Context: an optimization exercise on an open-source flow, tuned for small area, a short achievable clock period and few clock cycles per item. The choices shown serve that exercise and are no tape-out recipe.
Function was checked by simulation only, so behaviour that the tests miss may differ from the original.

==> flow/design.v (outline; a module is shown in full before it is edited, if it fits) <==
// module hijri_date_from_day_number: 275 lines
// module hijri_sub: 232 lines
// module hijri_est: 285 lines
// module hijri_z3: 464 lines
// module hijri_z4: 191 lines
module hijri_date_from_day_number (
  input  logic                clk,
  input  logic                rst,
  input  logic                cfg_valid,
  output logic                cfg_ready,
  input  logic [21:0]     epoch_day_number,
  input  logic                in_valid,
  output logic                in_stall,
  input  logic [21:0]     julian_day_number,
  output logic                out_valid,
  input  logic                out_stall,
  output logic [4:0]    hijri_day,
  output logic [3:0]  hijri_month,
  output logic [13:0]   hijri_year,
  output logic                leap_year_flag,
  output logic                status_code
);
  // ...
==> flow/flow/run.sh <==
#!/bin/bash
# Standard layout, with every port buffered by a buf_1 instead of the default
# buffer cell. Each tool's output goes to a log file in this folder.
set -e
cp standard.sh standard_sh.txt
export BUFFER_PORTS_ARGS="-buffer_cell sky130_fd_sc_hd__buf_1"
bash standard.sh > standard.log 2>&1
==> flow/standard.sh <==
#!/bin/bash
# synth_recipe.tcl (not shown) runs the flow's synth.tcl, then flattens the netlist and writes it again
# the make line also repeats each setting of config.mk as NAME=value (left out here)
make -C /OpenROAD-flow-scripts/flow DESIGN_CONFIG=/design/flow/config.mk WORK_HOME=/design/flow/orfs CLKGATE_MAP_FILE= SYNTH_SCRIPT=/design/flow/synth_recipe.tcl "${@:-finish}"
==> flow/config.mk <==
export PLATFORM = sky130hd
export DESIGN_NAME = hijri_date_from_day_number
export DESIGN_NICKNAME = hijri_date_from_day_number
export VERILOG_FILES = /design/flow/design.v
export SDC_FILE = /design/flow/constraint.sdc
export NUM_CORES = 4
export LEC_CHECK = 0
export CAP_MARGIN = 20
export CORE_MARGIN = 2
export CORE_UTILIZATION = 40
export CTS_BUF_LIST = sky130_fd_sc_hd__clkbuf_4 sky130_fd_sc_hd__clkbuf_8
export SETUP_SLACK_MARGIN = 3.0
export SLEW_MARGIN = 20
==> flow/constraint.sdc <==
create_clock -name core_clock -period 7.5 [get_ports {clk}]
set_input_delay 1.5000 -clock core_clock [delete_from_list [all_inputs] [get_ports {clk}]]
set_output_delay 1.5000 -clock core_clock [all_outputs]
set_load 0.01 [all_outputs]
==> results list, run 1 <==
* Count of synthesis-stage warnings from yosys: 1
* Family of cells with the greatest summed delay on the critical path: adder cells
* Capture point of the critical path: s3_lp[2]$_DFFE_PN_
- First DRT Iteration DRCs: around 280
- Outcome: finished clean
- The number of antenna violations at the first check in global routing was 0.
- In the post-route analysis, the smallest setup slack over all paths is between 3 and 4 ns.
* Detail Route met2 WL: between 10,000 and 15,000 um
- Met2 Track Usage GR: 0.263
- Dividing the final minimum period by the clock period gives 0.567.
- Number of flip-flops and latches: 171
- Once detailed placement completed, the half-perimeter wirelength came to 18,200 um.
- Leaving out fill and tap cells, the most frequent cell in the layout is inv_1.
* Global routing met1 resource utilization: 0.173
- Count of flip-flops with a built-in enable after synthesis: 144
* Top cell class by occupied area: multi-input gates
* Total nets after synthesis: 1,485
- Entering global routing, the biggest net connects between 70 and 80 pins.
- Clock Latency Late Sink: 0.48 ns
- The first global-routing pass estimated between 30,000 and 40,000 um of wire.
* Number of gates resized after CTS: 2
- For this run, the leading register cell type out of synthesis is edfxtp_1.
* Worst path slowest cell: fa_1
- In the layout the commonest cells are inv_1, ha_1, edfxtp_1.
* Via density: 4.83
* Top cells by area in the synthesized netlist: edfxtp_1, fa_1, ha_1
* Post-synthesis area per instance: around 11 um2
* Ordered cell list for the critical path: fa_1, fa_1, ha_1, fa_1, inv_1, ha_1, nand2_1, o31ai_1, a21oi_1, nor2_1, a311oi_1, a31oi_1
- STA classifies the critical path startpoint as a flip-flop.
- In this run the count of I/O pins placed on the die edge is 77.
* Type of element capturing the critical path: flip-flop
* Fraction of layout instances using a drive strength above 1: 0.0510
- After layout, the inverter instance count without clock inverters stands at about 240.
- In this run the remaining antenna-violating nets after routing total 0.
- Register bit count reported by yosys: approximately 170
Testbench counts, summed over its fixed seeds: cycles 16,040, items 16,000.
==> module hijri_date_from_day_number, before the edit <==
module hijri_date_from_day_number (
  input  logic                clk,
  input  logic                rst,
  input  logic                cfg_valid,
  output logic                cfg_ready,
  input  logic [21:0]     epoch_day_number,
  input  logic                in_valid,
  output logic                in_stall,
  input  logic [21:0]     julian_day_number,
  output logic                out_valid,
  input  logic                out_stall,
  output logic [4:0]    hijri_day,
  output logic [3:0]  hijri_month,
  output logic [13:0]   hijri_year,
  output logic                leap_year_flag,
  output logic                status_code
);
  localparam logic [21:0] EPOCH_RESET = 22'd1948440;
  function automatic logic is_leap(input int cyc);
    case (cyc)
      2, 5, 7, 10, 13, 16, 18, 21, 24, 26, 29: is_leap = 1'b1;
      default: is_leap = 1'b0;
    endcase
  endfunction
  logic adv;
  assign adv       = !(out_valid && out_stall);
  assign in_stall  = !adv;
  assign cfg_ready = 1'b1;
  logic [21:0] epoch;
  always_ff @(posedge clk) begin
    if (rst)            epoch <= EPOCH_RESET;
    else if (cfg_valid) epoch <= epoch_day_number;
  end
  logic [21:0] diff;
  logic        nb;
  hijri_sub u_sub (.j(julian_day_number), .e(epoch), .d(diff), .nb(nb));
  logic        s1_valid, s1_err;
  logic [21:0] s1_d;
  always_ff @(posedge clk) begin
    if (rst)      s1_valid <= 1'b0;
    else if (adv) s1_valid <= in_valid;
  end
  always_ff @(posedge clk) begin
    if (adv) begin
      s1_err <= !nb;
      s1_d   <= diff;
    end
  end
  logic [13:0] qe;
  hijri_est u_est (.x(s1_d[21:7]), .q(qe));
  logic        s2_valid, s2_err;
  logic [9:0]  s2_d;
  logic [13:0] s2_q;
  always_ff @(posedge clk) begin
    if (rst)      s2_valid <= 1'b0;
    else if (adv) s2_valid <= s1_valid;
  end
  always_ff @(posedge clk) begin
    if (adv) begin
      s2_err <= s1_err;
      s2_d   <= s1_d[9:0];
      s2_q   <= qe;
    end
  end
  logic [9:0] ai, bi;
  logic       c1, t, c2f;
  hijri_z3 u_z3 (.d(s2_d), .q(s2_q), .ai(ai), .bi(bi), .c1(c1), .t(t), .c2f(c2f));
  logic [5:0] nsum;
  logic [2:0] lp;
  always_comb begin
    nsum = 6'(s2_q[3:0]) + 6'(s2_q[7:4]) + 6'(s2_q[11:8]) + 6'(s2_q[13:12]);
    case ({s2_q[0], nsum})
      7'd0: lp = 3'b100;
      7'd1: lp = 3'b101;
      7'd2: lp = 3'b001;
      7'd3: lp = 3'b001;
      7'd4: lp = 3'b010;
      7'd5: lp = 3'b010;
      7'd6: lp = 3'b010;
      7'd7: lp = 3'b100;
      7'd8: lp = 3'b100;
      7'd9: lp = 3'b101;
      7'd10: lp = 3'b001;
      7'd11: lp = 3'b001;
      7'd12: lp = 3'b010;
      7'd13: lp = 3'b010;
      7'd14: lp = 3'b100;
      7'd15: lp = 3'b100;
      7'd16: lp = 3'b101;
      7'd17: lp = 3'b001;
      7'd18: lp = 3'b001;
      7'd19: lp = 3'b010;
      7'd20: lp = 3'b010;
      7'd21: lp = 3'b010;
      7'd22: lp = 3'b100;
      7'd23: lp = 3'b100;
      7'd24: lp = 3'b101;
      7'd25: lp = 3'b001;
      7'd26: lp = 3'b001;
      7'd27: lp = 3'b010;
      7'd28: lp = 3'b010;
      7'd29: lp = 3'b100;
      7'd30: lp = 3'b100;
      7'd31: lp = 3'b101;
      7'd32: lp = 3'b001;
      7'd33: lp = 3'b001;
      7'd34: lp = 3'b010;
      7'd35: lp = 3'b010;
      7'd36: lp = 3'b010;
      7'd37: lp = 3'b100;
      7'd38: lp = 3'b100;
      7'd39: lp = 3'b101;
      7'd40: lp = 3'b001;
      7'd41: lp = 3'b001;
      7'd42: lp = 3'b010;
      7'd43: lp = 3'b010;
      7'd44: lp = 3'b100;
      7'd45: lp = 3'b100;
      7'd46: lp = 3'b101;
      7'd47: lp = 3'b001;
      7'd48: lp = 3'b001;
      7'd64: lp = 3'b010;
      7'd65: lp = 3'b010;
      7'd66: lp = 3'b010;
      7'd67: lp = 3'b100;
      7'd68: lp = 3'b100;
      7'd69: lp = 3'b101;
      7'd70: lp = 3'b001;
      7'd71: lp = 3'b001;
      7'd72: lp = 3'b010;
      7'd73: lp = 3'b010;
      7'd74: lp = 3'b010;
      7'd75: lp = 3'b100;
      7'd76: lp = 3'b100;
      7'd77: lp = 3'b001;
      7'd78: lp = 3'b001;
      7'd79: lp = 3'b010;
      7'd80: lp = 3'b010;
      7'd81: lp = 3'b010;
      7'd82: lp = 3'b100;
      7'd83: lp = 3'b100;
      7'd84: lp = 3'b101;
      7'd85: lp = 3'b001;
      7'd86: lp = 3'b001;
      7'd87: lp = 3'b010;
      7'd88: lp = 3'b010;
      7'd89: lp = 3'b010;
      7'd90: lp = 3'b100;
      7'd91: lp = 3'b100;
      7'd92: lp = 3'b001;
      7'd93: lp = 3'b001;
      7'd94: lp = 3'b010;
      7'd95: lp = 3'b010;
      7'd96: lp = 3'b010;
      7'd97: lp = 3'b100;
      7'd98: lp = 3'b100;
      7'd99: lp = 3'b101;
      7'd100: lp = 3'b001;
      7'd101: lp = 3'b001;
      7'd102: lp = 3'b010;
      7'd103: lp = 3'b010;
      7'd104: lp = 3'b010;
      7'd105: lp = 3'b100;
      7'd106: lp = 3'b100;
      7'd107: lp = 3'b001;
      7'd108: lp = 3'b001;
      7'd109: lp = 3'b010;
      7'd110: lp = 3'b010;
      7'd111: lp = 3'b010;
      7'd112: lp = 3'b100;
      default: lp = 3'b000;
    endcase
  end
  logic        s3_valid, s3_err, s3_c1, s3_t, s3_c2f;
  logic [9:0]  s3_ai, s3_bi;
  logic [13:0] s3_y1;
  logic [2:0]  s3_lp;
  always_ff @(posedge clk) begin
    if (rst)      s3_valid <= 1'b0;
    else if (adv) s3_valid <= s2_valid;
  end
  always_ff @(posedge clk) begin
    if (adv) begin
      s3_err <= s2_err;
      s3_ai  <= ai;
      s3_bi  <= bi;
      s3_c1  <= c1;
      s3_t   <= t;
      s3_c2f <= c2f;
      s3_y1  <= s2_q;
      s3_lp  <= lp;
    end
  end
  logic [9:0]  zi, z2;
  logic        fix, leap_y, leap_n, ovf;
  logic [8:0]  doy;
  hijri_z4 u_z4 (.ai(s3_ai), .bi(s3_bi), .c1(s3_c1), .t(s3_t), .c2f(s3_c2f), .zi(zi), .z2(z2));
  logic        eqi, eq2;
  logic [4:0]  gei, ge2, ge;
  always_comb begin
    fix    = !z2[9];
    doy    = fix ? z2[8:0] : zi[8:0];
    eqi    = zi[8:0] == 9'd354;
    eq2    = z2[8:0] == 9'd354;
    gei    = {zi[8:0] >= 9'd295, zi[8:0] >= 9'd236, zi[8:0] >= 9'd177, zi[8:0] >= 9'd118, zi[8:0] >= 9'd59};
    ge2    = {z2[8:0] >= 9'd295, z2[8:0] >= 9'd236, z2[8:0] >= 9'd177, z2[8:0] >= 9'd118, z2[8:0] >= 9'd59};
    ge     = fix ? ge2 : gei;
    leap_y = fix ? s3_lp[1] : s3_lp[0];
    leap_n = fix ? s3_lp[2] : s3_lp[1];
    ovf    = fix ? (!s3_lp[1] && eq2) : (!s3_lp[0] && eqi);
  end
  logic        s4_valid, s4_err, s4_ovf, s4_leap, s4_inc1, s4_inc2;
  logic [5:0]  s4_dlo;
  logic [4:0]  s4_ge;
  logic [13:0] s4_y1;
  always_ff @(posedge clk) begin
    if (rst)      s4_valid <= 1'b0;
    else if (adv) s4_valid <= s3_valid;
  end
  always_ff @(posedge clk) begin
    if (adv) begin
      s4_err  <= s3_err;
      s4_ovf  <= ovf;
      s4_leap <= ovf ? leap_n : leap_y;
      s4_dlo  <= doy[5:0];
      s4_ge   <= ge;
      s4_y1   <= s3_y1;
      s4_inc1 <= fix ^ ovf;
      s4_inc2 <= fix & ovf;
    end
  end
  logic [2:0] m2;
  logic [5:0] r;
  logic       h;
  logic [4:0] dd;
  logic [13:0] t1, t2, year;
  always_comb begin
    case (s4_ge)
      5'b00000: begin m2 = 3'd0; r = s4_dlo; end
      5'b00001: begin m2 = 3'd1; r = s4_dlo + 6'd5; end
      5'b00011: begin m2 = 3'd2; r = s4_dlo + 6'd10; end
      5'b00111: begin m2 = 3'd3; r = s4_dlo + 6'd15; end
      5'b01111: begin m2 = 3'd4; r = s4_dlo + 6'd20; end
      default:  begin m2 = 3'd5; r = s4_dlo + 6'd25; end
    endcase
    h  = r >= 6'd30;
    dd = 5'(r) + {3'b000, h, 1'b1};
    for (int i = 0; i < 14; i++) begin
      t1[i] = &(s4_y1 | ~((14'd1 << i) - 14'd1));
      t2[i] = (i == 0) ? 1'b0 : &(s4_y1 | ~((14'd1 << i) - 14'd2));
    end
    year = s4_y1 ^ ({14{s4_inc1}} & t1) ^ ({14{s4_inc2}} & t2);
  end
  always_ff @(posedge clk) begin
    if (rst)      out_valid <= 1'b0;
    else if (adv) out_valid <= s4_valid;
  end
  always_ff @(posedge clk) begin
    if (adv) begin
      if (s4_err) begin
        hijri_day      <= '0;
        hijri_month    <= '0;
        hijri_year     <= '0;
        leap_year_flag <= 1'b0;
        status_code    <= 1'b1;
      end else begin
        hijri_day      <= s4_ovf ? 5'd1 : dd;
        hijri_month    <= s4_ovf ? 4'd1 : {m2, 1'b0} + {3'b000, h} + 4'd1;
        hijri_year     <= year;
        leap_year_flag <= s4_leap;
        status_code    <= 1'b0;
      end
    end
  end
endmodule
==> module hijri_z4, before the edit <==
module hijri_z4 (ai, bi, c1, t, c2f, zi, z2);
  input [9:0] ai;
  input [9:0] bi;
  input c1;
  input t;
  input c2f;
  output [9:0] zi;
  output [9:0] z2;
  wire zf_1 = ai[0] & bi[0];
  wire zf_2 = ai[1] & bi[1];
  wire zf_3 = ai[2] & bi[2];
  wire zf_4 = ai[3] & bi[3];
  wire zf_5 = ai[4] & bi[4];
  wire zf_6 = ai[5] & bi[5];
  wire zf_7 = ai[6] & bi[6];
  wire zf_8 = ai[7] & bi[7];
  wire zf_9 = ai[8] & bi[8];
  wire zf_10 = ai[9] & bi[9];
  wire zf_11 = ai[0] ^ bi[0];
  wire zf_12 = ai[1] ^ bi[1];
  wire zf_13 = ai[2] ^ bi[2];
  wire zf_14 = ai[3] ^ bi[3];
  wire zf_15 = ai[4] ^ bi[4];
  wire zf_16 = ai[5] ^ bi[5];
  wire zf_17 = ai[6] ^ bi[6];
  wire zf_18 = ai[7] ^ bi[7];
  wire zf_19 = ai[8] ^ bi[8];
  wire zf_20 = ai[9] ^ bi[9];
  wire zf_21 = zf_11 & c1;
  wire zf_22 = zf_1 | zf_21;
  wire zf_23 = zf_12 & zf_22;
  wire zf_24 = zf_2 | zf_23;
  wire zf_25 = zf_12 & zf_11;
  wire zf_26 = zf_14 & zf_3;
  wire zf_27 = zf_4 | zf_26;
  wire zf_28 = zf_14 & zf_13;
  wire zf_29 = zf_16 & zf_5;
  wire zf_30 = zf_6 | zf_29;
  wire zf_31 = zf_16 & zf_15;
  wire zf_32 = zf_18 & zf_7;
  wire zf_33 = zf_8 | zf_32;
  wire zf_34 = zf_18 & zf_17;
  wire zf_35 = zf_20 & zf_9;
  wire zf_36 = zf_10 | zf_35;
  wire zf_37 = zf_20 & zf_19;
  wire zf_38 = zf_13 & zf_24;
  wire zf_39 = zf_3 | zf_38;
  wire zf_40 = zf_13 & zf_25;
  wire zf_41 = zf_28 & zf_24;
  wire zf_42 = zf_27 | zf_41;
  wire zf_43 = zf_28 & zf_25;
  wire zf_44 = zf_17 & zf_30;
  wire zf_45 = zf_7 | zf_44;
  wire zf_46 = zf_17 & zf_31;
  wire zf_47 = zf_34 & zf_30;
  wire zf_48 = zf_33 | zf_47;
  wire zf_49 = zf_34 & zf_31;
  wire zf_50 = zf_15 & zf_42;
  wire zf_51 = zf_5 | zf_50;
  wire zf_52 = zf_15 & zf_43;
  wire zf_53 = zf_31 & zf_42;
  wire zf_54 = zf_30 | zf_53;
  wire zf_55 = zf_31 & zf_43;
  wire zf_56 = zf_46 & zf_42;
  wire zf_57 = zf_45 | zf_56;
  wire zf_58 = zf_46 & zf_43;
  wire zf_59 = zf_49 & zf_42;
  wire zf_60 = zf_48 | zf_59;
  wire zf_61 = zf_49 & zf_43;
  wire zf_62 = zf_19 & zf_60;
  wire zf_63 = zf_9 | zf_62;
  wire zf_64 = zf_19 & zf_61;
  wire zf_65 = zf_37 & zf_60;
  wire zf_66 = zf_36 | zf_65;
  wire zf_67 = zf_37 & zf_61;
  wire zf_68 = zf_11 ^ c1;
  wire zf_69 = zf_12 ^ zf_22;
  wire zf_70 = zf_13 ^ zf_24;
  wire zf_71 = zf_14 ^ zf_39;
  wire zf_72 = zf_15 ^ zf_42;
  wire zf_73 = zf_16 ^ zf_51;
  wire zf_74 = zf_17 ^ zf_54;
  wire zf_75 = zf_18 ^ zf_57;
  wire zf_76 = zf_19 ^ zf_60;
  wire zf_77 = zf_20 ^ zf_63;
  wire zf_78 = ai[0] ^ bi[0];
  wire zf_79 = ~zf_78;
  wire zf_80 = ai[0] | bi[0];
  wire zf_81 = ai[1] ^ bi[1];
  wire zf_82 = ai[1] & bi[1];
  wire zf_83 = ai[2] ^ bi[2];
  wire zf_84 = ~zf_83;
  wire zf_85 = ai[2] | bi[2];
  wire zf_86 = ai[3] ^ bi[3];
  wire zf_87 = ~zf_86;
  wire zf_88 = ai[3] | bi[3];
  wire zf_89 = ai[4] ^ bi[4];
  wire zf_90 = ~zf_89;
  wire zf_91 = ai[4] | bi[4];
  wire zf_92 = ai[5] ^ bi[5];
  wire zf_93 = ai[5] & bi[5];
  wire zf_94 = ai[6] ^ bi[6];
  wire zf_95 = ai[6] & bi[6];
  wire zf_96 = ai[7] ^ bi[7];
  wire zf_97 = ~zf_96;
  wire zf_98 = ai[7] | bi[7];
  wire zf_99 = ai[8] ^ bi[8];
  wire zf_100 = ai[8] & bi[8];
  wire zf_101 = ai[9] ^ bi[9];
  wire zf_102 = ~zf_101;
  wire zf_103 = ai[9] | bi[9];
  wire zf_104 = zf_79 & t;
  wire zf_105 = zf_81 & zf_80;
  wire zf_106 = zf_84 & zf_82;
  wire zf_107 = zf_87 & zf_85;
  wire zf_108 = zf_90 & zf_88;
  wire zf_109 = zf_92 & zf_91;
  wire zf_110 = zf_94 & zf_93;
  wire zf_111 = zf_97 & zf_95;
  wire zf_112 = zf_99 & zf_98;
  wire zf_113 = zf_102 & zf_100;
  wire zf_114 = zf_79 ^ t;
  wire zf_115 = zf_81 ^ zf_80;
  wire zf_116 = zf_84 ^ zf_82;
  wire zf_117 = zf_87 ^ zf_85;
  wire zf_118 = zf_90 ^ zf_88;
  wire zf_119 = zf_92 ^ zf_91;
  wire zf_120 = zf_94 ^ zf_93;
  wire zf_121 = zf_97 ^ zf_95;
  wire zf_122 = zf_99 ^ zf_98;
  wire zf_123 = zf_102 ^ zf_100;
  wire zf_124 = zf_114 & c2f;
  wire zf_125 = zf_104 | zf_124;
  wire zf_126 = zf_115 & zf_125;
  wire zf_127 = zf_105 | zf_126;
  wire zf_128 = zf_115 & zf_114;
  wire zf_129 = zf_117 & zf_106;
  wire zf_130 = zf_107 | zf_129;
  wire zf_131 = zf_117 & zf_116;
  wire zf_132 = zf_119 & zf_108;
  wire zf_133 = zf_109 | zf_132;
  wire zf_134 = zf_119 & zf_118;
  wire zf_135 = zf_121 & zf_110;
  wire zf_136 = zf_111 | zf_135;
  wire zf_137 = zf_121 & zf_120;
  wire zf_138 = zf_123 & zf_112;
  wire zf_139 = zf_113 | zf_138;
  wire zf_140 = zf_123 & zf_122;
  wire zf_141 = zf_116 & zf_127;
  wire zf_142 = zf_106 | zf_141;
  wire zf_143 = zf_116 & zf_128;
  wire zf_144 = zf_131 & zf_127;
  wire zf_145 = zf_130 | zf_144;
  wire zf_146 = zf_131 & zf_128;
  wire zf_147 = zf_120 & zf_133;
  wire zf_148 = zf_110 | zf_147;
  wire zf_149 = zf_120 & zf_134;
  wire zf_150 = zf_137 & zf_133;
  wire zf_151 = zf_136 | zf_150;
  wire zf_152 = zf_137 & zf_134;
  wire zf_153 = zf_118 & zf_145;
  wire zf_154 = zf_108 | zf_153;
  wire zf_155 = zf_118 & zf_146;
  wire zf_156 = zf_134 & zf_145;
  wire zf_157 = zf_133 | zf_156;
  wire zf_158 = zf_134 & zf_146;
  wire zf_159 = zf_149 & zf_145;
  wire zf_160 = zf_148 | zf_159;
  wire zf_161 = zf_149 & zf_146;
  wire zf_162 = zf_152 & zf_145;
  wire zf_163 = zf_151 | zf_162;
  wire zf_164 = zf_152 & zf_146;
  wire zf_165 = zf_122 & zf_163;
  wire zf_166 = zf_112 | zf_165;
  wire zf_167 = zf_122 & zf_164;
  wire zf_168 = zf_140 & zf_163;
  wire zf_169 = zf_139 | zf_168;
  wire zf_170 = zf_140 & zf_164;
  wire zf_171 = zf_114 ^ c2f;
  wire zf_172 = zf_115 ^ zf_125;
  wire zf_173 = zf_116 ^ zf_127;
  wire zf_174 = zf_117 ^ zf_142;
  wire zf_175 = zf_118 ^ zf_145;
  wire zf_176 = zf_119 ^ zf_154;
  wire zf_177 = zf_120 ^ zf_157;
  wire zf_178 = zf_121 ^ zf_160;
  wire zf_179 = zf_122 ^ zf_163;
  wire zf_180 = zf_123 ^ zf_166;
  assign zi = {zf_77, zf_76, zf_75, zf_74, zf_73, zf_72, zf_71, zf_70, zf_69, zf_68};
  assign z2 = {zf_180, zf_179, zf_178, zf_177, zf_176, zf_175, zf_174, zf_173, zf_172, zf_171};
endmodule
==> run 2: changes to the inputs <==
--- a/flow/design.v
+++ b/flow/design.v
@@ -193,19 +193,19 @@
   end
-  logic [9:0]  zi, z2;
-  logic        fix, leap_y, leap_n, ovf;
-  logic [8:0]  doy;
-  hijri_z4 u_z4 (.ai(s3_ai), .bi(s3_bi), .c1(s3_c1), .t(s3_t), .c2f(s3_c2f), .zi(zi), .z2(z2));
-  logic        eqi, eq2;
-  logic [4:0]  gei, ge2, ge;
+  logic [9:0]  zi;
+  logic        bb, fix, leap_y, leap_n, ovf;
+  logic [5:0]  dlo;
+  logic [4:0]  ge;
+  hijri_z4 u_z4 (.ai(s3_ai), .bi(s3_bi), .c1(s3_c1), .zi(zi));
   always_comb begin
-    fix    = !z2[9];
-    doy    = fix ? z2[8:0] : zi[8:0];
-    eqi    = zi[8:0] == 9'd354;
-    eq2    = z2[8:0] == 9'd354;
-    gei    = {zi[8:0] >= 9'd295, zi[8:0] >= 9'd236, zi[8:0] >= 9'd177, zi[8:0] >= 9'd118, zi[8:0] >= 9'd59};
-    ge2    = {z2[8:0] >= 9'd295, z2[8:0] >= 9'd236, z2[8:0] >= 9'd177, z2[8:0] >= 9'd118, z2[8:0] >= 9'd59};
-    ge     = fix ? ge2 : gei;
+    bb     = s3_t ^ s3_c2f ^ s3_c1;
+    fix    = (zi >= 10'd355) || (zi == 10'd354 && bb);
+    dlo    = fix ? zi[5:0] + 6'd29 + 6'(bb) : zi[5:0];
+    if (fix)
+      ge = {zi >= 10'd650 - 10'(bb), zi >= 10'd591 - 10'(bb), zi >= 10'd532 - 10'(bb),
+            zi >= 10'd473 - 10'(bb), zi >= 10'd414 - 10'(bb)};
+    else
+      ge = {zi >= 10'd295, zi >= 10'd236, zi >= 10'd177, zi >= 10'd118, zi >= 10'd59};
     leap_y = fix ? s3_lp[1] : s3_lp[0];
     leap_n = fix ? s3_lp[2] : s3_lp[1];
-    ovf    = fix ? (!s3_lp[1] && eq2) : (!s3_lp[0] && eqi);
+    ovf    = fix ? (!s3_lp[1] && zi == 10'd709 - 10'(bb)) : (!s3_lp[0] && zi == 10'd354);
   end
@@ -224,3 +224,3 @@
       s4_leap <= ovf ? leap_n : leap_y;
-      s4_dlo  <= doy[5:0];
+      s4_dlo  <= dlo;
       s4_ge   <= ge;
@@ -1256,3 +1256,3 @@
 endmodule
-module hijri_z4 (ai, bi, c1, t, c2f, zi, z2);
+module hijri_z4 (ai, bi, c1, zi);
   input [9:0] ai;
@@ -1260,6 +1260,3 @@
   input c1;
-  input t;
-  input c2f;
   output [9:0] zi;
-  output [9:0] z2;
   wire zf_1 = ai[0] & bi[0];
@@ -1341,107 +1338,3 @@
   wire zf_77 = zf_20 ^ zf_63;
-  wire zf_78 = ai[0] ^ bi[0];
-  wire zf_79 = ~zf_78;
-  wire zf_80 = ai[0] | bi[0];
-  wire zf_81 = ai[1] ^ bi[1];
-  wire zf_82 = ai[1] & bi[1];
-  wire zf_83 = ai[2] ^ bi[2];
-  wire zf_84 = ~zf_83;
-  wire zf_85 = ai[2] | bi[2];
-  wire zf_86 = ai[3] ^ bi[3];
-  wire zf_87 = ~zf_86;
-  wire zf_88 = ai[3] | bi[3];
-  wire zf_89 = ai[4] ^ bi[4];
-  wire zf_90 = ~zf_89;
-  wire zf_91 = ai[4] | bi[4];
-  wire zf_92 = ai[5] ^ bi[5];
-  wire zf_93 = ai[5] & bi[5];
-  wire zf_94 = ai[6] ^ bi[6];
-  wire zf_95 = ai[6] & bi[6];
-  wire zf_96 = ai[7] ^ bi[7];
-  wire zf_97 = ~zf_96;
-  wire zf_98 = ai[7] | bi[7];
-  wire zf_99 = ai[8] ^ bi[8];
-  wire zf_100 = ai[8] & bi[8];
-  wire zf_101 = ai[9] ^ bi[9];
-  wire zf_102 = ~zf_101;
-  wire zf_103 = ai[9] | bi[9];
-  wire zf_104 = zf_79 & t;
-  wire zf_105 = zf_81 & zf_80;
-  wire zf_106 = zf_84 & zf_82;
-  wire zf_107 = zf_87 & zf_85;
-  wire zf_108 = zf_90 & zf_88;
-  wire zf_109 = zf_92 & zf_91;
-  wire zf_110 = zf_94 & zf_93;
-  wire zf_111 = zf_97 & zf_95;
-  wire zf_112 = zf_99 & zf_98;
-  wire zf_113 = zf_102 & zf_100;
-  wire zf_114 = zf_79 ^ t;
-  wire zf_115 = zf_81 ^ zf_80;
-  wire zf_116 = zf_84 ^ zf_82;
-  wire zf_117 = zf_87 ^ zf_85;
-  wire zf_118 = zf_90 ^ zf_88;
-  wire zf_119 = zf_92 ^ zf_91;
-  wire zf_120 = zf_94 ^ zf_93;
-  wire zf_121 = zf_97 ^ zf_95;
-  wire zf_122 = zf_99 ^ zf_98;
-  wire zf_123 = zf_102 ^ zf_100;
-  wire zf_124 = zf_114 & c2f;
-  wire zf_125 = zf_104 | zf_124;
-  wire zf_126 = zf_115 & zf_125;
-  wire zf_127 = zf_105 | zf_126;
-  wire zf_128 = zf_115 & zf_114;
-  wire zf_129 = zf_117 & zf_106;
-  wire zf_130 = zf_107 | zf_129;
-  wire zf_131 = zf_117 & zf_116;
-  wire zf_132 = zf_119 & zf_108;
-  wire zf_133 = zf_109 | zf_132;
-  wire zf_134 = zf_119 & zf_118;
-  wire zf_135 = zf_121 & zf_110;
-  wire zf_136 = zf_111 | zf_135;
-  wire zf_137 = zf_121 & zf_120;
-  wire zf_138 = zf_123 & zf_112;
-  wire zf_139 = zf_113 | zf_138;
-  wire zf_140 = zf_123 & zf_122;
-  wire zf_141 = zf_116 & zf_127;
-  wire zf_142 = zf_106 | zf_141;
-  wire zf_143 = zf_116 & zf_128;
-  wire zf_144 = zf_131 & zf_127;
-  wire zf_145 = zf_130 | zf_144;
-  wire zf_146 = zf_131 & zf_128;
-  wire zf_147 = zf_120 & zf_133;
-  wire zf_148 = zf_110 | zf_147;
-  wire zf_149 = zf_120 & zf_134;
-  wire zf_150 = zf_137 & zf_133;
-  wire zf_151 = zf_136 | zf_150;
-  wire zf_152 = zf_137 & zf_134;
-  wire zf_153 = zf_118 & zf_145;
-  wire zf_154 = zf_108 | zf_153;
-  wire zf_155 = zf_118 & zf_146;
-  wire zf_156 = zf_134 & zf_145;
-  wire zf_157 = zf_133 | zf_156;
-  wire zf_158 = zf_134 & zf_146;
-  wire zf_159 = zf_149 & zf_145;
-  wire zf_160 = zf_148 | zf_159;
-  wire zf_161 = zf_149 & zf_146;
-  wire zf_162 = zf_152 & zf_145;
-  wire zf_163 = zf_151 | zf_162;
-  wire zf_164 = zf_152 & zf_146;
-  wire zf_165 = zf_122 & zf_163;
-  wire zf_166 = zf_112 | zf_165;
-  wire zf_167 = zf_122 & zf_164;
-  wire zf_168 = zf_140 & zf_163;
-  wire zf_169 = zf_139 | zf_168;
-  wire zf_170 = zf_140 & zf_164;
-  wire zf_171 = zf_114 ^ c2f;
-  wire zf_172 = zf_115 ^ zf_125;
-  wire zf_173 = zf_116 ^ zf_127;
-  wire zf_174 = zf_117 ^ zf_142;
-  wire zf_175 = zf_118 ^ zf_145;
-  wire zf_176 = zf_119 ^ zf_154;
-  wire zf_177 = zf_120 ^ zf_157;
-  wire zf_178 = zf_121 ^ zf_160;
-  wire zf_179 = zf_122 ^ zf_163;
-  wire zf_180 = zf_123 ^ zf_166;
   assign zi = {zf_77, zf_76, zf_75, zf_74, zf_73, zf_72, zf_71, zf_70, zf_69, zf_68};
-  assign z2 = {zf_180, zf_179, zf_178, zf_177, zf_176, zf_175, zf_174, zf_173, zf_172, zf_171};
 endmodule
==> run 2 against run 1 <==
Compared with the run above:
- still clean on timing, DRC and antenna
- synthesized area fell by 1.9%
- final cell count fell by 2.2%
- cell area fell by 1.7%
- critical path depth fell by 2
- maximum frequency rose by 0.76%
- register-to-register slack improved by 0.03 ns
- die area fell by 1.8%
- utilization fell by 0.29 points
- setup slack improved by 0.032 ns
- highest routed layer unchanged
==> results list, run 2 <==
* Outcome: finished clean (unchanged)
- The final critical delay including setup and external delays is 4.22 ns (was 4.25 ns).
- Maximum clock insertion buffer count: 2 (unchanged)
- Via count of the routed design: 7,904 (was 8,101)
- The CTS tree is yes (unchanged).
- The antenna cell count is 0 (unchanged).
* Startpoint Class: flip-flop (unchanged)
- Total negative slack: 0 ns (unchanged)
- Family of cells with the greatest summed delay on the critical path: adder cells (unchanged)
* Antenna violations before repair: 0 (unchanged)
* Crit path kind: reg -> reg (unchanged)
- FFs w/ async S/R, synth: 0 (unchanged)
* Worst endpoint required time: 7.70 ns (was 7.69 ns)
- Total nets after synthesis: 1,438 (was 1,485)
- Top post-synthesis cells by count: inv_1, ha_1, edfxtp_1 (unchanged).
- Top-level port count: 77 (unchanged)
* Total length of routed wires: 22,700 um (was 22,800 um)
- Leading cell type in the layout, fill and taps excluded: inv_1 (unchanged)
- The slowest library cell on the worst path was fa_2 (was fa_1).
- Post-route cell area: 13,900 um2 (was 14,200 um2)
- The remaining routing DRC violations came to 0 (unchanged).
- The final weighted congestion in routability-driven placement came to 0.874 (was 0.862).
* Proportion of synthesized chip area in sequential cells: 0.383 (was 0.376)
- Initial cell density of the core: 0.405 (was 0.408)
* Post-route worst setup slack: 3.28 ns (was 3.25 ns)
* Relative area change from synthesis to final layout: 9.68% (was 9.46%)
- The clock tree root buffer cell was clkbuf_8 (unchanged).
* Registers with the most flip-flops: epoch x22, s1_d x22 (unchanged)
* Fraction of synthesized cell area taken by the top area cell type: 0.340 (was 0.334)
- Sink count of the clock tree: 171 (unchanged)
* Pre-antenna DRT Iters: 6 (was 7)
- The standard-cell row count was 65 (unchanged).
* Count of unique library cells instantiated by Yosys: 68 (was 70)
* Worst-path clk slew: 0.09 ns (was 0.10 ns)
* Register bit count reported by yosys: 171 (unchanged)
* Count of max-cap constraint violations: 0 (unchanged)
- # setup viols final: 0 (unchanged)
- Clock Latency Late Sink: 0.46 ns (was 0.48 ns)
- The synthesized area per cell came to 11.2 um2 (was 11.0 um2).
- Ordered cell list for the critical path: fa_1, fa_1, ha_1, fa_2, inv_1, ha_1, nand2_1, o21ai_0, mux2_2, mux4_2 (was fa_1, fa_1, ha_1, fa_1, inv_1, ha_1, nand2_1, o31ai_1, a21oi_1, nor2_1, a311oi_1, a31oi_1)
- The height of the die was 182 um (was 184 um).
* Data arrival time of the critical path: 4.42 ns (was 4.44 ns)
* Clock buffer count from CTS: 17 (unchanged)
- HPWL Detailed: 18,000 um (was 18,200 um)
- The largest net degree at the start of global routing is 79 (was 78).
- Count of buffering cells on the critical path with inverters included: 1 (unchanged)
- Via count of the first global-routing pass: 8,132 (was 8,325)
- Worst slack at placement: 2.88 ns (was 2.77 ns)
- The total of warnings raised by yosys is 1 (unchanged).
- The class of the most critical hold timing path is reg -> reg (unchanged).
* Number of buffers inserted by port buffering: 75 (unchanged)
- The die span in x is 182 um (was 184 um).
- The share of post-route cells with drive strength above 1 was 0.0453 (was 0.0510).
- The max-slew violation count is 0 (unchanged).
- First-pass GRT wire length: 39,000 um (was 39,100 um)
- The worst clock skew came to 0.0129 ns (was 0.0136 ns).
* RSZ-0062 raised after global routing: no (was yes)
- First DRT Iteration DRCs: 263 (was 284)
- The final cycle utilization of the critical path is 0.563 (was 0.567).
* Max-Slew Margin vs Limit: 0.359 (was 0.424)
- The full die area came to 33,200 um2 (was 33,800 um2).
- The type of element capturing the critical path was a flip-flop (unchanged).
- Via density: 4.82 (was 4.83)
- The largest fanout of any net on the critical path came to 13 (was 11).
- Wire length per cell: 13.8 um (was 13.6 um)
- Level count of the clock H-tree: 4 (unchanged)
- Cell accounting for the most synthesized area: edfxtp_1 (unchanged)
- Most common cell in the synthesized netlist: inv_1 (unchanged)
* Hold Fails Final Rpt: 0 (unchanged)
* Count of flip-flops with a built-in enable after synthesis: 144 (unchanged)
* Worst-Margin Slew: 0.961 ns (was 0.864 ns)
- Number of nets in the finished design: 1,525 (was 1,571)
- The maximum operating frequency is 237 MHz (was 235 MHz).
* Core region area: 31,400 um2 (was 31,700 um2)
- Global-route usage over all layers: 0.146 (was 0.145)
* Top cells by area in the synthesized netlist: edfxtp_1, fa_1, ha_1 (unchanged)
- Synth Cell Area: 12,700 um2 (was 12,900 um2)
- Placement-stage cell area: 13,500 um2 (was 13,700 um2)
- The post-synthesis cell count was 1,138 (was 1,175).
- Slowest stage delay, CP: 0.71 ns (was 0.73 ns)
- Commonest non-fill, non-tap cells in the layout: inv_1, ha_1, edfxtp_1 (unchanged)
- GRT Residual Overflow: 0 (unchanged)
- Most used flip-flop cell after synthesis: edfxtp_1 (unchanged)
* Number of routed nets with antenna violations: 0 (unchanged)
-- run 2: layout make-up --
class | instances | area (um2)
inverter | 220 | 826
sequential | 171 | 4860
multi-input combinational | 731 | 6990
tap | 402 | 503
timing repair buffer | 84 | 349
clock inverter | 14 | 170
clock buffer | 17 | 234
fill | 2982 | 17500
-- run 2: cells by family (layout without fill, tap and decap cells) --
family	count (synthesis)	count (layout)	synth area share
simple gates	206	206	0.0780
xor+xnor	76	76	0.0536
fa+ha+maj	251	251	0.309
compound gates	180	180	0.0919
buf+inv	236	335	0.0706
flops	171	171	0.383
other cells	1	1	0.000295
mux	17	17	0.0145
-- run 2: metrics by stage --
stage / hold slack (ns) / util / cells
3_3_place_gp: 0.401 / 0.429 / 1603
5_1_grt: 0.431 / 0.444 / 1639
2_1_floorplan: 0.400 / - / 1138
3_5_place_dp: 0.405 / 0.429 / 1603
4_1_cts: 0.419 / 0.443 / 1637
6_report: 0.420 / 0.444 / 1639
-- run 2: worst paths after layout --
kind                 startpoint            endpoint  slack, ns  depth (start not counted)
max           s2_q[9]$_DFFE_PN_  s3_lp[0]$_DFFE_PN_       3.28                         10
min          s3_y1[0]$_DFFE_PN_  s4_y1[0]$_DFFE_PN_       0.42                          0
max reg2reg   s2_q[9]$_DFFE_PN_  s3_lp[0]$_DFFE_PN_       3.28                         10
min reg2reg  s3_y1[0]$_DFFE_PN_  s4_y1[0]$_DFFE_PN_       0.42                          0
-- run 2: what timing repair did --
| item | CTS | global route |
|---|---|---|
| hold buffers | 0 | 0 |
| resized for setup | 1 | 5 |
| endpoints found under the setup margin | 7 | 18 |
| buffers inserted | 3 | 2 |
| pin swaps | 1 | 1 |
-- run 2: layer usage --
metal / up-vias / wire length, um / GRT usage
li1: 4010 / - / -
met1: 3738 / 10200 / 0.180
met2: 128 / 11300 / 0.261
met3: 28 / 705 / 0.0265
met4: 0 / 447 / 0.0423
met5: - / 0 / 0
-- run 2: worst reg2reg max path: stages (launching register included) --
cell and delay, ns:
edfxtp_1 0.65, fa_1 0.52, fa_1 0.47, ha_1 0.24
fa_2 0.71, inv_1 0.14, ha_1 0.29, nand2_1 0.06
o21ai_0 0.15, mux2_2 0.32, mux4_2 0.44
Testbench counts of run 2, summed over its fixed seeds: cycles 16,040, items 16,000.
==> run 3: changes to the inputs <==
--- a/flow/config.mk
+++ b/flow/config.mk
@@ -11,3 +11,3 @@
 export CTS_BUF_LIST = sky130_fd_sc_hd__clkbuf_4 sky130_fd_sc_hd__clkbuf_8
-export SETUP_SLACK_MARGIN = 3.0
+export SETUP_SLACK_MARGIN = 4.0
 export SLEW_MARGIN = 20
==> run 3 against run 2 <==
Compared with the run above:
- final cell count increased by 4.5%
- setup slack better by 0.33 ns
- critical path depth up 6
- clock skew is 0.0060 ns higher
- die area stayed put
- sequential cell count unchanged
==> results list, run 3 <==
- The count of nets left with antenna violations after detail routing is 0 (unchanged).
* FFs w/ async S/R, synth: 0 (unchanged)
- Simple-gate share of the synthesized area: 0.0780 (unchanged)
* Detail Route met2 WL: 12,500 um (was 11,300 um)
* Crit path kind: reg -> reg (unchanged)
- The post-synth design cell area was 12,700 um2 (unchanged).
- The most common cell in the netlist is inv_1 (unchanged).
- Pre-antenna DRT Iters: 5 (was 6)
- The max-slew violation count is 0 (unchanged).
- Top cells by area in the synthesized netlist: edfxtp_1, fa_1, ha_1 (unchanged).
- Total negative slack: 0 ns (unchanged)
- The primary flip-flop cell chosen by synthesis mapping is edfxtp_1 (unchanged).
- Leading cell type in the layout, fill and taps excluded: inv_1 (unchanged)
- The wire length of the first global-routing pass came to 42,100 um (was 39,000 um).
* Sink count of the clock tree: 171 (unchanged)
- The antenna cell count is 0 (unchanged).
- The total CTS buffers was 17 (unchanged).
* Post-route worst setup slack: 3.61 ns (was 3.28 ns)
* Worst Skew: 0.0189 ns (was 0.0129 ns)
- The H-tree depth reported by CTS is 4 (unchanged).
* Final period util: 0.519 (was 0.563)
* Area fraction in compound gates after synthesis: 0.0918 (unchanged)
- The placeable core region was 31,400 um2 (unchanged).
- The hold violation total from the final report came to 0 (unchanged).
- Registers with the most flip-flops: epoch x22, s1_d x22 (unchanged).
- The number of max-cap violations was 0 (unchanged).
- The top-level port count came to 77 (unchanged).
- The number of enable flip-flop cells after synthesis was 144 (unchanged).
* Worst slack at placement: 3.19 ns (was 2.88 ns)
- Number of buffers inserted by port buffering: 75 (unchanged)
* Largest net degree at the start of global routing: 74 (was 79)
* Number of cell rows: 65 (unchanged)
* Global-route usage over all layers: 0.160 (was 0.146)
* Initial cell density of the core: 0.405 (unchanged)
- Maximum clock insertion buffer count: 2 (unchanged)
* Horizontal die dimension: 182 um (unchanged)
- Wire length per cell: 15.0 um (was 13.8 um)
- The number of global-route vias before repair is 8,568 (was 8,132).
* Total length of routed wires: 25,600 um (was 22,700 um)
- Via count of the routed design: 8,334 (was 7,904)
- The remaining routing DRC violations is 0 (unchanged).
- Type of element capturing the critical path: flip-flop (unchanged)
* Startpoint Class: flip-flop (unchanged)
- Syn Inst Count: 1,138 (unchanged)
- Register bit count reported by yosys: 171 (unchanged)
- Relative area change from synthesis to final layout: 17.7% (was 9.68%)
- Number of nets in the finished design: 1,597 (was 1,525)
- HPWL Detailed: 18,600 um (was 18,000 um)
* Min cycle time layout: 3.89 ns (was 4.22 ns)
- Top post-synthesis cells by count: inv_1, ha_1, edfxtp_1 (unchanged)
- The register area share after synthesis is 0.383 (unchanged).
* Max-Slew Margin vs Limit: 0.388 (was 0.359)
- RSZ-0062 raised after global routing: yes (was no).
* Root Driver: clkbuf_8 (unchanged)
- The area share of fa/ha/maj cells after synthesis was 0.309 (unchanged).
* Post-synthesis area per instance: 11.2 um2 (unchanged)
- Clock Latency Late Sink: 0.47 ns (was 0.46 ns)
- The class of the most critical hold timing path is reg -> reg (unchanged).
- The data required time of the critical path was 7.72 ns (was 7.70 ns).
* Achievable clock frequency: 257 MHz (was 237 MHz)
- The pin slew with the least headroom to its limit was 0.918 ns (was 0.961 ns).
* Combinational family with the most area after synthesis: adder cells (unchanged)
- The post-CTS clock slew at the launch and capture registers of the worst setup and hold paths is 0.09 ns (about the same).
- The CTS tree was yes (unchanged).
* Multiplexer share of the synthesized area: 0.0145 (unchanged)
- Fraction of layout instances using a drive strength above 1: 0.158 (was 0.0453)
- The xor and xnor fraction of the mapped netlist area was 0.0536 (unchanged).
- Wire length on met1: 11,200 um (was 10,200 um)
- Met3 wire len: 984 um (was 705 um)
- Outcome: finished clean (unchanged)
- Via density: 4.87 (was 4.82)
- Critical path fanouts, max: 7 (was 13)
- Commonest non-fill, non-tap cells in the layout: inv_1, edfxtp_1, ha_1 (was inv_1, ha_1, edfxtp_1)
* GRT Residual Overflow: 0 (unchanged)
- Count of hold-fix buffers inserted at cts: 0 (unchanged)
- The library cell with the largest summed area after synthesis is edfxtp_1 (unchanged).
- The count of distinct cell types in the synthesized netlist came to 68 (unchanged).
* Overall die area: 33,200 um2 (unchanged)
- The DRC marker count from the first detailed-route iteration was 300 (was 263).
- The total of warnings raised by yosys came to 1 (unchanged).
* Antenna violations before repair: 0 (unchanged)
- Number of fillers in the final layout: 2,934 (was 2,982)
- The data arrival time of the critical path was 4.11 ns (was 4.42 ns).
* Fraction of synthesized cell area taken by the top area cell type: 0.340 (unchanged)
- Routability cong.: 0.885 (was 0.874)
* Top metal layer carrying routed signals: met4 (unchanged)
- The net count after synthesis was 1,438 (unchanged).
* Die Span Y: 182 um (unchanged)
- # setup viols final: 0 (unchanged)
run 3: final cells by class:
type	instances	area, um2	area share
inverters	220	838	0.0560
well taps	402	503	0.0336
flip-flops and latches	171	4860	0.325
clock buffers	19	249	0.0166
multi-input cells	734	7430	0.497
repair buffers	153	932	0.0623
clock inverters	13	139	0.00929
run 3: timing repair:
item	4_1_cts	5_1_grt
pin swaps	42	35
buffers inserted	56	18
endpoints found under the setup margin	33	36
gates cloned	4	0
gates resized for setup	53	32
run 3: path summary, 6_finish.rpt:
| check | from | end | slack [ns] | depth (start not counted) |
|---|---|---|---|---|
| min reg2reg | s3_err$_DFFE_PN_ | s4_err$_DFFE_PN_ | 0.42 | 0 |
| min | s3_err$_DFFE_PN_ | s4_err$_DFFE_PN_ | 0.42 | 0 |
| max | s3_bi[0]$_DFFE_PN_ | s4_dlo[5]$_DFFE_PN_ | 3.61 | 16 |
| max reg2reg | s3_bi[0]$_DFFE_PN_ | s4_dlo[5]$_DFFE_PN_ | 3.61 | 16 |
run 3: routing by layer:
layer | GRT usage | vias up
met5 | 0 | -
met4 | 0.0603 | 0
met3 | 0.0331 | 49
met2 | 0.279 | 184
met1 | 0.197 | 3936
li1 | - | 4165
run 3: logic make-up after synthesis:
family,Yosys count
AO/OA/AOI/OAI,180
XOR/XNOR,76
adder cells (fa/ha/maj),251
buffers and inverters,236
flip-flops,171
multiplexers,17
other,1
AND/OR/NAND/NOR,206
run 3: stage by stage:
step,cells,util,instance area (um2),hold slack (ns)
final,1712,0.476,15000,0.423
after global routing,1712,0.476,15000,0.441
after CTS,1694,0.468,14700,0.426
after detailed placement,1602,0.433,13600,0.405
after global placement,1602,0.433,13600,0.403
after floorplan,1138,-,12900,0.400
run 3: critical path, cell delays in order, from the launching register on:
cell      delay (ns)
edfxtp_1        0.41
fa_2            0.41
inv_2           0.06
fa_2            0.20
nor2b_2         0.05
o31a_1          0.28
o41a_1          0.34
a21o_1          0.20
fa_2            0.38
xnor2_4         0.18
nand4_1         0.14
nor3_2          0.24
nand3b_4        0.12
o211ai_4        0.26
buf_12          0.16
o31ai_2         0.07
xnor2_1         0.15
==> run 4: changes to the inputs <==
--- a/flow/config.mk
+++ b/flow/config.mk
@@ -11,3 +11,3 @@
 export CTS_BUF_LIST = sky130_fd_sc_hd__clkbuf_4 sky130_fd_sc_hd__clkbuf_8
-export SETUP_SLACK_MARGIN = 4.0
+export SETUP_SLACK_MARGIN = 3.75
 export SLEW_MARGIN = 20
==> run 4 against run 3 <==
Compared with the run above:
- still clean on timing, DRC and antenna
- synthesized area stayed put
- utilization is 0.74 points lower
- count of clock-buffer cells in the layout is 2 lower
- critical endpoint unchanged
==> results list, run 4 <==
- Outcome: finished clean (unchanged)
- Number of antenna repair diodes: 0 (unchanged)
* Syn Inst Count: 1,138 (unchanged)
* Fraction of synthesized cell area taken by the top area cell type: 0.340 (unchanged)
- Top metal layer carrying routed signals: met4 (unchanged)
* Total negative slack: 0 ns (unchanged)
- The hold violation total from the final report was 0 (unchanged).
* Count of max-cap constraint violations: 0 (unchanged)
- Total nets after synthesis: 1,438 (unchanged)
- Number of nets in the finished design: 1,584 (was 1,597)
- Maximum clock insertion buffer count: 2 (unchanged)
- Wire length on met1: 11,100 um (was 11,200 um)
- The die span in x was 182 um (unchanged).
- Registers with the most flip-flops: epoch x22, s1_d x22 (unchanged)
- Leading cell type in the layout, fill and taps excluded: inv_1 (unchanged)
- Cell accounting for the most synthesized area: edfxtp_1 (unchanged)
- Register Area: 4860 um2 (unchanged)
- The detailed route wirelength on metal3 was 1020 um (was 984 um).
- Die Span Y: 182 um (unchanged)
- Level count of the clock H-tree: 4 (unchanged)
- Sink count of the clock tree: 171 (unchanged)
- The final instance count without filler cells is 1,699 (was 1,712).
* Routability cong.: 0.924 (was 0.885)
* Crit path kind: reg -> reg (unchanged)
- The post-synth design cell area is 12,700 um2 (unchanged).
- The termination of the worst setup path is s4_dlo[5]$_DFFE_PN_ (unchanged).
- Register bit count reported by yosys: 171 (unchanged)
* Number of routed nets with antenna violations: 0 (unchanged)
- The relative slew slack is 0.363 (was 0.388).
- Data arrival time of the critical path: 4.18 ns (was 4.11 ns)
- # setup viols final: 0 (unchanged)
- The number of hold buffers added after CTS was 0 (unchanged).
- Top cells by area in the synthesized netlist: edfxtp_1, fa_1, ha_1 (unchanged).
- The pin slew with the least headroom to its limit is 0.956 ns (was 0.918 ns).
- Count of synthesis-stage warnings from yosys: 1 (unchanged)
* Final-layout worst hold slack: 0.419 ns (was 0.423 ns)
* Max-slew violation count: 0 (unchanged)
* Initial cell density of the core: 0.405 (unchanged)
- Final period util: 0.530 (was 0.519)
- Fraction of layout instances using a drive strength above 1: 0.126 (was 0.158)
- HPWL Detailed: 18,400 um (was 18,600 um)
- TritonCTS clock tree: yes (unchanged)
- The number of fillers in the final layout came to 2,894 (was 2,934).
- The clock tree root buffer cell is clkbuf_8 (unchanged).
* Terminus of the critical flop-to-flop path: s4_dlo[5]$_DFFE_PN_ (unchanged)
- The placeable core region is 31,400 um2 (unchanged).
* Critical path fanouts, max: 7 (unchanged)
- Commonest non-fill, non-tap cells in the layout: inv_1, edfxtp_1, ha_1 (unchanged)
* Post-synthesis area per instance: 11.2 um2 (unchanged)
* Via density: 4.86 (was 4.87)
- The area used by multi-input combinational logic was 7290 um2 (was 7430 um2).
- Worst-path clk slew: 0.10 ns (was 0.09 ns)
* Clock Latency Late Sink: 0.47 ns (about the same)
* Startpoint Class: flip-flop (unchanged)
- The maximum operating frequency came to 252 MHz (was 257 MHz).
* Worst Skew: 0.0216 ns (was 0.0189 ns)
* GRT Residual Overflow: 0 (unchanged)
- The origin of the critical flop-to-flop path was s3_c1$_DFFE_PN_ (was s3_bi[0]$_DFFE_PN_).
- RSZ-0062 raised after global routing: yes (unchanged)
- Top post-synthesis cells by count: inv_1, ha_1, edfxtp_1 (unchanged)
- The total wirelength of the detailed-routed design is 25,100 um (was 25,600 um).
- DRC: 0 (unchanged)
- The top-level port count came to 77 (unchanged).
- Most common cell in the synthesized netlist: inv_1 (unchanged)
* Depth of the most critical reg-to-reg path: 16 (unchanged)
- Slack of the worst reg-to-reg path: 3.52 ns (was 3.61 ns)
- The largest net degree at the start of global routing came to 77 (was 74).
- The total CTS buffers came to 17 (unchanged).
- Via count of the routed design: 8,251 (was 8,334)
- The type of element capturing the critical path is a flip-flop (unchanged).
- The data required time of the critical path came to 7.71 ns (was 7.72 ns).
- The instance area at placement was 13,500 um2 (was 13,600 um2).
- First-pass GRT wire length: 41,700 um (was 42,100 um)
- The count of distinct cell types in the synthesized netlist was 68 (unchanged).
- Placed cells: 1,602 (unchanged)
- Global-route usage over all layers: 0.158 (was 0.160)
* Via count of the first global-routing pass: 8,400 (was 8,568)
- The DRC marker count from the first detailed-route iteration came to 307 (was 300).
* Wire length per cell: 14.8 um (was 15.0 um)
* Proportion of synthesized chip area in sequential cells: 0.383 (unchanged)
- Number of instances on the worst hold path: 0 (unchanged)
* Relative area change from synthesis to final layout: 15.9% (was 17.7%)
- Min cycle time layout: 3.98 ns (was 3.89 ns)
- Count of flip-flops with a built-in enable after synthesis: 144 (unchanged)
- Classification of the worst-slack hold path: reg -> reg (unchanged)
* Number of cell rows: 65 (unchanged)
- FFs w/ async S/R, synth: 0 (unchanged)
* Antenna violations before repair: 0 (unchanged)
* Critical path startpoint: s3_c1$_DFFE_PN_ (was s3_bi[0]$_DFFE_PN_)
* Post-route cell area: 14,700 um2 (was 15,000 um2)
- Number of buffers inserted by port buffering: 75 (unchanged)
- The number of detailed-route iterations in the first pass was 5 (unchanged).
- Most used flip-flop cell after synthesis: edfxtp_1 (unchanged)
- Overall die area: 33,200 um2 (unchanged)
* Detail Route met2 WL: 12,400 um (was 12,500 um)
[run 4: cell counts after synthesis]
Identical to the previous run, type by type.
[run 4: worst min-delay path by stage]
stage / from / to / slack [ns]
6_report: s3_y1[13]$_DFFE_PN_ / s4_y1[13]$_DFFE_PN_ / 0.42
5_1_grt: s1_d[6]$_DFFE_PN_ / s2_d[6]$_DFFE_PN_ / 0.44
4_1_cts: s1_d[3]$_DFFE_PN_ / s2_d[3]$_DFFE_PN_ / 0.42
3_5_place_dp: s1_d[3]$_DFFE_PN_ / s2_d[3]$_DFFE_PN_ / 0.40
3_3_place_gp: s1_d[5]$_DFFE_PN_ / s2_d[5]$_DFFE_PN_ / 0.40
2_1_floorplan: s1_d[0]$_DFFE_PN_ / s2_d[0]$_DFFE_PN_ / 0.40
[run 4: per-layer routing]
metal	vias to the layer above	global-route usage
met5	-	0
met4	0	0.0484
met3	38	0.0291
met2	173	0.280
met1	3905	0.197
li1	4135	-
[run 4: repair_timing]
item	CTS	global route
cloned	3	1
endpoints found under the hold margin	0	0
buffers inserted	42	19
pin swaps	15	20
setup endpoints to repair	29	28
resized for setup	34	34
[run 4: logic make-up (layout without fill, tap and decap cells)]
| kind of cell | Yosys count | in the layout | share of synthesized area |
|---|---|---|---|
| AO/OA/AOI/OAI | 180 | 180 | 0.0919 |
| XOR/XNOR | 76 | 77 | 0.0536 |
| adder cells (fa/ha/maj) | 251 | 251 | 0.309 |
| buffers and inverters | 236 | 392 | 0.0706 |
| flip-flops | 171 | 171 | 0.383 |
| multiplexers | 17 | 17 | 0.0145 |
| other | 1 | 1 | 0.000295 |
| AND/OR/NAND/NOR | 206 | 208 | 0.0780 |
[run 4: worst max-delay path: stages (launching register included)]
cell and delay [ns]:
edfxtp_1 0.44, fa_2 0.40, inv_2 0.06, fa_2 0.20, nor2b_2 0.05, o31a_1 0.28
o41a_1 0.36, a21o_1 0.21, fa_2 0.40, xnor2_4 0.18, nand4_1 0.15, nor3_2 0.22
nand3b_4 0.11, o211ai_4 0.26, buf_12 0.17, o31ai_2 0.07, xnor2_1 0.14
[run 4: layout make-up]
type,count,share of cell area
clock buffer,17,0.0159
timing repair buffer,140,0.0584
multi-input combinational,734,0.495
sequential,171,0.330
inverter,220,0.0562
clock inverter,15,0.00994
tap,402,0.0342
[run 4: through the flow]
stage	setup WS, ns	utilization
after global routing	3.34	0.469
final	3.52	0.469
after detailed placement	3.13	0.430
after CTS	3.57	0.459
after floorplan	3.62	-
after global placement	3.20	0.430
==> run 5: changes to the inputs <==
--- a/flow/config.mk
+++ b/flow/config.mk
@@ -11,3 +11,3 @@
 export CTS_BUF_LIST = sky130_fd_sc_hd__clkbuf_4 sky130_fd_sc_hd__clkbuf_8
-export SETUP_SLACK_MARGIN = 3.75
+export SETUP_SLACK_MARGIN = 3.5
 export SLEW_MARGIN = 20
==> run 5 against run 4 <==
Compared with the run above:
- final cell count shrank 1.1%
- first-iteration DRC count increased by 6.2%
- register-to-register slack better by 0.095 ns
- largest cell class unchanged
==> results list, run 5 <==
- Outcome: finished clean (unchanged).
* TritonCTS clock tree: yes (unchanged)
* Via count of the routed design: 8,164 (was 8,251)
* HPWL Detailed: 18,500 um (was 18,400 um)
- The buffering stage count on the worst path with inverters included was 3 (was 2).
* Pre-antenna DRT Iters: 5 (unchanged)
* Post-route worst setup slack: 3.62 ns (was 3.52 ns)
* Min cycle time layout: 3.88 ns (was 3.98 ns)
- The count of buffers inserted at the top-level ports is 75 (unchanged).
- Overall die area: 33,200 um2 (unchanged)
* Final-layout worst hold slack: 0.419 ns (about the same)
- Fraction of layout instances using a drive strength above 1: 0.0845 (was 0.126)
- Via count of the first global-routing pass: 8,356 (was 8,400)
- Post-route non-filler standard cell count: 1,680 (was 1,699)
- Count of flip-flops with a built-in enable after synthesis: 144 (unchanged)
- Clock buffer count from CTS: 17 (unchanged)
* RSZ-0062 raised after global routing: yes (unchanged)
- Slowest stage delay, CP: 0.56 ns (was 0.44 ns)
* Sink count of the clock tree: 171 (unchanged)
- Worst-path clk slew: 0.10 ns (about the same)
- The antenna cell count came to 0 (unchanged).
- Post-synthesis area per instance: 11.2 um2 (unchanged)
- Horizontal die dimension: 182 um (unchanged)
- The number of stages on the worst hold path was 0 (unchanged).
* Level count of the clock H-tree: 4 (unchanged)
- Wire length per cell: 14.7 um (was 14.8 um)
- Global-route usage over all layers: 0.159 (was 0.158)
- Top cells by area in the synthesized netlist: edfxtp_1, fa_1, ha_1 (unchanged)
- Largest net degree at the start of global routing: 83 (was 77)
- The startpoint type of the worst setup path was a flip-flop (unchanged).
- Number of cell rows: 65 (unchanged)
- The most common cell in the netlist is inv_1 (unchanged).
* Worst slack at placement: 3.01 ns (was 3.13 ns)
- Commonest non-fill, non-tap cells in the layout: inv_1, ha_1, edfxtp_1 (was inv_1, edfxtp_1, ha_1).
- The clock tree root buffer cell is clkbuf_8 (unchanged).
* Routability cong.: 0.850 (was 0.924)
- The final-report setup violation count is 0 (unchanged).
* Register Area: 4860 um2 (unchanged)
- Number of fillers in the final layout: 2,950 (was 2,894)
* First DRT Iteration DRCs: 326 (was 307)
- The number of max-cap violations was 0 (unchanged).
- FFs w/ async S/R, synth: 0 (unchanged)
* Cell accounting for the most synthesized area: edfxtp_1 (unchanged)
- Slack of the worst reg-to-reg path: 3.62 ns (was 3.52 ns)
- The count of cells along the worst register-to-register path came to 14 (was 16).
- Cell repeated most along the worst path: fa_1 (was fa_2)
- Most used flip-flop cell after synthesis: edfxtp_1 (unchanged)
- Worst endpoint required time: 7.73 ns (was 7.71 ns)
* Core region area: 31,400 um2 (unchanged)
- Fraction of synthesized cell area taken by the top area cell type: 0.340 (unchanged)
- The post-synth design cell area came to 12,700 um2 (unchanged).
* Register bit count reported by yosys: 171 (unchanged)
- Leading cell type in the layout, fill and taps excluded: inv_1 (unchanged)
* Count of unique library cells instantiated by Yosys: 68 (unchanged)
- The net count after synthesis is 1,438 (unchanged).
- Count of cell instances traversed by the critical path: 14 (was 16)
- The global-route congestion overflow total came to 0 (unchanged).
- The clock latency reported for the late side of the worst-skew pair is 0.47 ns (about the same).
* Crit path kind: reg -> reg (unchanged)
- The largest fanout of any net on the critical path was 2 (was 7).
- Final Util: 0.455 (was 0.469)
- The final net count is 1,565 (was 1,584).
- The register area share after synthesis came to 0.383 (unchanged).
* First-pass GRT wire length: 41,500 um (was 41,700 um)
* Initial cell density of the core: 0.405 (unchanged)
- The height of the die was 182 um (unchanged).
- The pin slew with the least headroom to its limit is 1.02 ns (was 0.956 ns).
- Antenna violations before repair: 0 (unchanged)
- Maximum clock insertion buffer count: 2 (unchanged)
* Max-Slew Margin vs Limit: 0.318 (was 0.363)
* Total negative slack: 0 ns (unchanged)
- Count of hold-fix buffers inserted at cts: 0 (unchanged)
- The post-placement cell count is 1,602 (unchanged).
- Total length of routed wires: 24,700 um (was 25,100 um)
* Ordered cell list for the critical path: fa_1, inv_1, fa_1, inv_1, fa_1, ha_1, inv_1, fa_1, o21bai_1, a21oi_2, nor2_1, o211ai_1, a21oi_1, a211o_1 (was fa_2, inv_2, fa_2, nor2b_2, o31a_1, o41a_1, a21o_1, fa_2, xnor2_4, nand4_1, nor3_2, nand3b_4, o211ai_4, buf_12, o31ai_2, xnor2_1)
- Registers with the most flip-flops: epoch x22, s1_d x22 (unchanged).
* Top-level port count: 77 (unchanged)
* Type of element capturing the critical path: flip-flop (unchanged)
- The worst clock skew is 0.0163 ns (was 0.0216 ns).
- Final period util: 0.517 (was 0.530)
- Max-slew violation count: 0 (unchanged)
- Hold Fails Final Rpt: 0 (unchanged)
- The slowest library cell on the worst path is fa_1 (was edfxtp_1).
- Via density: 4.86 (about the same)
* DRC: 0 (unchanged)
* Family of cells with the greatest summed delay on the critical path: adder cells (was compound AO/OA/AOI/OAI gates)
- Relative area change from synthesis to final layout: 12.3% (was 15.9%)
* Top post-synthesis cells by count: inv_1, ha_1, edfxtp_1 (unchanged)
- Data arrival time of the critical path: 4.11 ns (was 4.18 ns)
- The post-synthesis cell count is 1,138 (unchanged).
- Classification of the worst-slack hold path: reg -> reg (unchanged)
* Number of routed nets with antenna violations: 0 (unchanged)
* Area used by multi-input combinational logic: 7070 um2 (was 7290 um2)
* Count of synthesis-stage warnings from yosys: 1 (unchanged)
- Achievable clock frequency: 258 MHz (was 252 MHz)
[run 5: cell counts after synthesis]
No cell type changed its count.
[run 5: what timing repair did]
action / 4_1_cts / 5_1_grt
setup buffers: 35 / 9
pin swaps: 11 / 10
resized for setup: 11 / 9
endpoints found under the hold margin: 0 / 0
cloned: 2 / 0
setup endpoints to repair: 25 / 21
[run 5: metal layers]
layer | routed length, um | track usage
met3 | 768 | 0.0277
met2 | 12200 | 0.278
met4 | 717 | 0.0565
met5 | 0 | 0
met1 | 11000 | 0.197
[run 5: stage by stage]
stage	instance area [um2]
3_5_place_dp	13500
5_1_grt	14300
6_report	14300
4_1_cts	14200
2_1_floorplan	12700
3_3_place_gp	13500
[run 5: logic make-up after synthesis]
kind of cell | Yosys count | share of synthesized area
DFF | 171 | 0.383
buffers and inverters | 236 | 0.0706
and+or+nand+nor | 206 | 0.0780
muxes | 17 | 0.0145
AOI/OAI and AO/OA | 180 | 0.0919
xor gates and xnor gates | 76 | 0.0536
other | 1 | 0.000295
adders and majority gates | 251 | 0.309
[run 5: path summary, 6_finish.rpt]
kind | to | from
max | s3_c2f$_DFFE_PN_ | s2_q[7]$_DFFE_PN_
min | s4_y1[0]$_DFFE_PN_ | s3_y1[0]$_DFFE_PN_
max reg2reg | s3_c2f$_DFFE_PN_ | s2_q[7]$_DFFE_PN_
min reg2reg | s4_y1[0]$_DFFE_PN_ | s3_y1[0]$_DFFE_PN_
[run 5: layout make-up]
type / instances / share of cell area
clock inverter: 14 / 0.00911
multi-input combinational: 733 / 0.495
inverter: 220 / 0.0578
timing repair buffer: 122 / 0.0450
tap: 402 / 0.0352
clock buffer: 18 / 0.0169
sequential: 171 / 0.341

re-timing with driven ports:
Ports are ideal in the flow. The routed layouts listed here were re-timed in OpenROAD.
Step 1 (the two cells are an assumption about what drives the block):
set clk [get_ports {clk}]
set_driving_cell -lib_cell sky130_fd_sc_hd__clkbuf_16 $clk
set_driving_cell -lib_cell sky130_fd_sc_hd__buf_2 [delete_from_list [all_inputs] $clk]
Step 2 moves the port delays by t, midway between the first and last clock arrival at a register: inputs arrive t later, outputs are due t later. That takes back most of the time a late clock gives input paths.
Slacks: no drivers / after step 1 / after step 2; pairs: no drivers / after step 1.
run | t (ns) | setup slack, ns | hold slack, ns | worst register clock-pin slew, ns | cell pins on the clock port's net
run 1 | 0.517 | 3.247 / 3.247 / 3.247 | 0.416 / 0.416 / 0.416 | 0.10 / 0.10 | 1
run 2 | 0.497 | 3.279 / 3.279 / 3.230 | 0.420 / 0.420 / 0.420 | 0.09 / 0.09 | 1
run 3 | 0.504 | 3.606 / 3.606 / 3.606 | 0.423 / 0.423 / 0.423 | 0.09 / 0.09 | 1
run 4 | 0.510 | 3.525 / 3.525 / 3.412 | 0.419 / 0.419 / 0.419 | 0.10 / 0.10 | 1
run 5 | 0.505 | 3.620 / 3.615 / 3.253 | 0.419 / 0.419 / 0.419 | 0.10 / 0.10 | 1
After both steps setup and hold are still met in every run listed. The setup slack of run 5, which loses most, moves by -0.005 ns with the drivers and by -0.367 ns with both steps.
